What follows belongs to an exercise in optimizing a design on an open flow for small area, a short achievable clock period and few clock cycles per item; a production flow would make more cautious choices. Function was not checked in any run shown here: the RTL went through the layout flow alone. Power and IR drop assume default switching activity.

==> flow/design.v (outline; a module is shown in full before it is edited, if it fits) <==
// module fp_pfx_add: 34 lines
// module fp_lzc27: 31 lines
// module fp_mul_core: 1043 lines
// module fpu_top: 280 lines
module fpu_top (
    input  logic            clk,
    input  logic            rst,
    input  logic            in_valid,
    output logic            in_ready,
    input  logic [31:0]     op_a,
    input  logic [31:0]     op_b,
    input  logic [1:0]      op,
    output logic            out_valid,
    input  logic            out_ready,
    output logic [31:0]     result,
    output logic [3:0]      flags
);
  // ...
==> flow/flow/run.sh <==
#!/bin/bash
# Standard layout, with timing repair aiming below the clock period:
# repair_timing works until every path has SETUP_SLACK_MARGIN ns to spare.
set -o pipefail
bash standard.sh SETUP_SLACK_MARGIN=8.7 finish > flow.log 2>&1
==> flow/standard.sh <==
#!/bin/bash
# synth_recipe.tcl (not shown) runs the flow's synth.tcl, then flattens the netlist and writes it again
# the make line also repeats each setting of config.mk as NAME=value (left out here)
make -C /OpenROAD-flow-scripts/flow DESIGN_CONFIG=/design/flow/config.mk WORK_HOME=/design/flow/orfs CLKGATE_MAP_FILE= SYNTH_SCRIPT=/design/flow/synth_recipe.tcl "${@:-finish}"
==> flow/config.mk <==
export PLATFORM = sky130hd
export DESIGN_NAME = fpu_top
export DESIGN_NICKNAME = fpu_top
export VERILOG_FILES = /design/flow/design.v
export SDC_FILE = /design/flow/constraint.sdc
export NUM_CORES = 4
export LEC_CHECK = 0
export CAP_MARGIN = 20
export CORE_MARGIN = 2
export CORE_UTILIZATION = 45
export PLACE_DENSITY = 0.6
export SLEW_MARGIN = 20
==> flow/constraint.sdc <==
create_clock -name core_clock -period 13.0 [get_ports {clk}]
set_input_delay 2.6000 -clock core_clock [delete_from_list [all_inputs] [get_ports {clk}]]
set_output_delay 2.6000 -clock core_clock [all_outputs]
set_load 0.01 [all_outputs]
==> notes.md, run 1 <==
- Min Tclk post-route: 4.409 ns
- Worst Setup End Kind: flop
- Syn nets: around 4.1k
- CP top delay family: adder cells
- Complex-gate fraction of the synthesized area: 16.86%
- Fillcell total: 6565
- NetSw: 4080 uW
- Grt met1 use: 38.02%
- Storage element area: about 0.010 mm2
- Critical Path AT: 4.71 ns
- Most numerous cell in the Yosys netlist: inv_1
- Top FF cell, synth: edfxtp_1
- Setup bufs post-CTS: 118
- Largest Register: r2_s
- Top Metal Used: met4
- # port buffers: 107
- Max incr delay on CP: 0.55 ns
- Mapped Area: 0.03426 mm2
- Internal power: 4789 uW
- Status: timing/DRC/antenna clean
- Clk_buf instances: 46
- Most common cell after layout, fill and taps aside: inv_1
- RePlAce Congestion: 0.9627
- CP cell instances: buf_4, nor3_4, a21o_4, a22oi_1, xor2_1, fa_1, inv_1, fa_1, inv_1, fa_2, fa_1, inv_2, fa_1, nand2_1, o21ai_0
- Post-synth cell types: 89
==> run 2, diff against run 1 <==
==> flow/flow/run.sh (replaced) <==
#!/bin/bash
# Standard layout, with timing repair aiming below the clock period:
# repair_timing works until every path has SETUP_SLACK_MARGIN ns to spare.
set -o pipefail
bash standard.sh SETUP_SLACK_MARGIN=8.3 finish > flow.log 2>&1
==> notes.md, run 2 <==
- Register share of total power: 25.3% (was 24.0%)
- Largest registers: r2_s: 48 flops, r2_c: 47 flops, k_data: 36 flops (unchanged)
- Drt drc: 0 (unchanged)
- Setup ws final: 8.374 ns (was 8.591 ns)
- GRT Total Usage: 27.64% (was 29.52%)
- # hold bufs at CTS: 0 (unchanged)
- Metal3 WL: 8815 um (was 10560 um)
- Ys async rst share: 0% (unchanged)
- Worst Setup SP: r1_b[9] (was r1_b[11])
- Pre-antenna DRT Iters: 6 (was 12)
- CTS clk-pin slew, worst paths: 0.06 ns (was 0.05 ns)
- NetSw: 3884 uW (was 4080 uW)
- Final hold vios: 0 (unchanged)
- Worst Hold Class: reg2reg (unchanged)
- Reg2reg start: r1_b[9] (was r1_b[11])
- Most common cell after layout, fill and taps aside: inv_1 (unchanged)
- Number of CTS-inserted buffers: 40 (was 41)
- FF+latch count, synth: 342 (unchanged)
- Synth Warn #: 10 (unchanged)
- Io pins: 108 (unchanged)
- Mapped Cells: 3518 (unchanged)
- Layout Nets: 4077 (was 4261)
- Worst Max-Slew Pin Slew: 1.211 ns (was 1.014 ns)
- CP max FO: 23 (was 6)
- Clk_skew: 0.02944 ns (was 0.03233 ns)
- Clock root buffer: clkbuf_16 (unchanged)
- Max-Cap Viols: 0 (unchanged)
- Setup crit end: r2_s[22] (was r2_s[28])
- Critical Path AT: 4.93 ns (was 4.71 ns)
- RePlAce Congestion: 0.9565 (was 0.9627)
- F_max: 216.2 MHz (was 226.8 MHz)
- Post-synth cell types: 89 (unchanged)
- Clock Latency Late Sink: 0.60 ns (was 0.61 ns)
- Critical path type: reg2reg (unchanged)
- Comb pwr share: 60.6% (was 63.1%)
- CP Data Required Time: 13.31 ns (was 13.30 ns)
- Unrepaired setup endpoints after global routing: yes (unchanged)
- Die Span X: 279.9 um (unchanged)
- Place WS: 7.665 ns (was 7.625 ns)
- CP cell instances: buf_4, ha_4, nor2_2, buf_12, xnor2_1, fa_1, fa_1, inv_1, fa_1, fa_1, inv_1, fa_1, nand2_1, o21ai_0 (was buf_4, nor3_4, a21o_4, a22oi_1, xor2_1, fa_1, inv_1, fa_1, inv_1, fa_2, fa_1, inv_2, fa_1, nand2_1, o21ai_0)
- CTS tree: built (unchanged)
- Slowest stage cell, crit path: fa_1 (unchanged)
- Drt total wl: 109900 um (was 119100 um)
- Startpoint Class: flop (unchanged)
- Top post-synthesis cells by area: edfxtp_1 29%, fa_1 15%, ha_1 7.4% (unchanged)
- Reg-to-reg critical path endpoint: r2_s[22] (was r2_s[28])
- Layout cells sized above 1: 8.539% (was 17.93%)
- Worst R2R Setup Slack: 8.37 ns (was 8.59 ns)
- Top FF cell, synth: edfxtp_1 (unchanged)
- Initial Utilization: 45.26% (unchanged)
- Total design power: 8500 uW (was 8869 uW)
- Seq/Total Area, Yosys: 29.80% (unchanged)
- Routed via count: 27.12k (was 28.64k)
- H-tree levels: 2 (unchanged)
- Synth top area share: 29.45% (unchanged)
- Pleak: 0.01593 uW (was 0.01717 uW)
- Top Metal Used: met5 (was met4)
- Min Tclk post-route: 4.626 ns (was 4.409 ns)
- Crit path buf inv count: 4 (unchanged)
- Worst VDD drop: 0.0001291 V (was 0.0001242 V)
- Worst path depth: 14 (was 15)
- Max reg flops: 48 (unchanged)
- Post-synth EDFFs: 336 (unchanged)
- Rows: 101 (unchanged)
- Final setup viols: 0 (unchanged)
- Biggest area consumer among synthesized cells: edfxtp_1 (unchanged)
- # port buffers: 107 (unchanged)
- Ant diodes: 0 (was 2)
- Total clock sinks: 342 (unchanged)
- Max incr delay on CP: 0.60 ns (was 0.55 ns)
- Post-DP HPWL: 77230 um (was 77320 um)
- Status: timing/DRC/antenna clean (unchanged)
- Internal power: 4616 uW (was 4789 uW)
- Leading cell types in the layout, fill and taps excluded: 379 x inv_1, 336 x edfxtp_1, 283 x xnor2_1, 263 x fa_1, 262 x a22oi_1 (was 346 x inv_1, 336 x edfxtp_1, 270 x xnor2_1, 225 x nand2_1, 224 x a22oi_1)
- Power Dens Cells: 221.1 mW/mm2 (was 215.2 mW/mm2)
- Most numerous cell in the Yosys netlist: inv_1 (unchanged)
- Final TNS setup: 0 ns (unchanged)
- Power share of the clock group: 14.0% (was 12.9%)
- Mapped Area: 0.03426 mm2 (unchanged)
- Initial antenna violation count: 3 (was 4)
- Largest Register: r2_s (unchanged)
- Syn nets: 4055 (unchanged)
- Final worst-path cycle share: 35.58% (was 33.91%)
- Total grt overflow: 0 (unchanged)
- Met2 Wirelength: 50570 um (was 54140 um)
- Slew headroom: 18.17% (was 32.22%)
- Top post-synthesis cells by count: 383 x inv_1, 336 x edfxtp_1, 283 x xnor2_1, 263 x a22oi_1, 263 x fa_1 (unchanged)
- First-pass GRT wire length: 165100 um (was 174900 um)
- Sw Ratio: 45.70% (was 46.00%)
- Vias in the first global route: 26.57k (was 28.09k)
- Met1 Routed Length: 44340 um (was 46150 um)
- Core ar.: 0.07570 mm2 (unchanged)
- Fin. max-slew vios: 0 (unchanged)
- Syn-to-layout area delta: 12.18% (was 20.29%)
- Max Buffers Root-to-Sink: 3 (unchanged)
- DR iter-0 viols: 2622 (was 3075)
- Via/cell ratio: 5.960 (was 6.050)
- CP top delay family: adder cells (unchanged)
- Vert. Die Dim: 279.9 um (unchanged)
- Routed len/inst: 24.14 um (was 25.16 um)
- Most used cell, CP: fa_1 (unchanged)
- Worst Setup End Kind: flop (unchanged)
- Largest net degree at the start of global routing: 77 (was 75)
- Antenna-violating nets left: 0 (unchanged)
- Die Area: 0.07836 mm2 (unchanged)
- Reg2reg path depth: 14 (was 15)
- Syn_area_per_cell: 9.739 um2 (unchanged)
## run 2: layout make-up
cell class,instances,area (um2)
repair buffers,216,2049
well taps,978,1224
repair inverters,2,17.52
flip-flops and latches,342,10210
inverters,396,1560
fillers,6926,37260
clock buffers,45,1020
clock inverters,29,375.4
multi-input cells,2542,21980
## run 2: worst min path at each step
stage | from | end | cells past startpoint
6_report | r2_e[0] | r3_e[0] | 0
4_1_cts | r2_e[0] | r3_e[0] | 0
3_5_place_dp | r2_e[9] | r3_e[9] | 0
5_1_grt | r2_e[6] | r3_e[6] | 0
3_3_place_gp | r3_spk[0] | r4_spk[0] | 0
2_1_floorplan | r2_e[0] | r3_e[0] | 0
## run 2: worst reg2reg max path, stage by stage (launching register included)
cell	delay, ns
edfxtp_1	0.51
buf_4	0.21
ha_4	0.16
nor2_2	0.30
buf_12	0.29
xnor2_1	0.20
fa_1	0.47
fa_1	0.54
inv_1	0.05
fa_1	0.41
fa_1	0.60
inv_1	0.09
fa_1	0.38
nand2_1	0.06
o21ai_0	0.10
## run 2: routing by layer
layer	vias to the layer above	GRT usage, %
met4	4	13.11
li1	12340	-
met1	13190	36.64
met3	299	4.404
met5	-	0
met2	1284	44.33
## run 2: repair_timing
action,in CTS,in global routing
pin swaps,3,5
endpoints found under the setup margin,68,62
hold endpoints to repair,0,0
buffers inserted,6,30
resized for setup,58,66
gates cloned,3,5
## run 2: cells by family after synthesis
kind of cell / count (synthesis) / share of synthesized area, %
AOI/OAI and AO/OA: 859 / 16.86
adders and majority gates: 468 / 22.85
xor gates and xnor gates: 387 / 9.893
muxes: 131 / 4.196
DFF: 342 / 29.80
and+or+nand+nor: 693 / 9.257
buffers and inverters: 638 / 7.147
## run 2: stage by stage
step | hold WS, ns | instance area, um2 | utilization, % | cells
after floorplan | 0.4003 | 34280 | - | 3518
after global placement | 0.4008 | 36160 | 47.77 | 4431
after detailed placement | 0.4057 | 36160 | 47.77 | 4431
after CTS | 0.4195 | 37860 | 50.01 | 4514
after global routing | 0.4254 | 38440 | 50.78 | 4550
final | 0.4189 | 38440 | 50.78 | 4550
## run 2: power groups by stage
| stage | logic, uW | clock network, uW | registers (uW) |
|---|---|---|---|
| global route | 5790 | 1260 | 2180 |
| floorplan | 3490 | 0 | 2010 |
| finish | 5150 | 1190 | 2150 |
| CTS | 5060 | 1220 | 2150 |
| detailed placement | 5020 | 0 | 2170 |
| global placement | 4980 | 0 | 2160 |

port drivers added, routing unchanged:
No port has a modelled driver above. Below, the same layouts with a new extraction and two added sets of constraints. Step 1: set_driving_cell puts a clkbuf_16 on clk and a buf_2 on each other input, an assumption about the parent block. Step 2 moves the port delays by t, midway between the first and last clock arrival at a register: inputs arrive t later, outputs are due t later. That takes back most of the time a late clock gives input paths. a / b / c = no drivers / after step 1 / after step 2; a / b = the first two.
run | shift t [ns] | slack for setup (ns) | slew at the worst register clock pin (ns) | pins driven straight from the clock port
run 1 | 0.663 | 8.591 / 8.591 / 8.282 | 0.08 / 0.08 | 1
run 2 | 0.655 | 8.374 / 8.374 / 8.374 | 0.07 / 0.07 | 1
After both steps setup and hold are still met in every run listed. The setup slack of run 1, which loses most, moves by 0.000 ns with the drivers and by -0.309 ns with both steps.
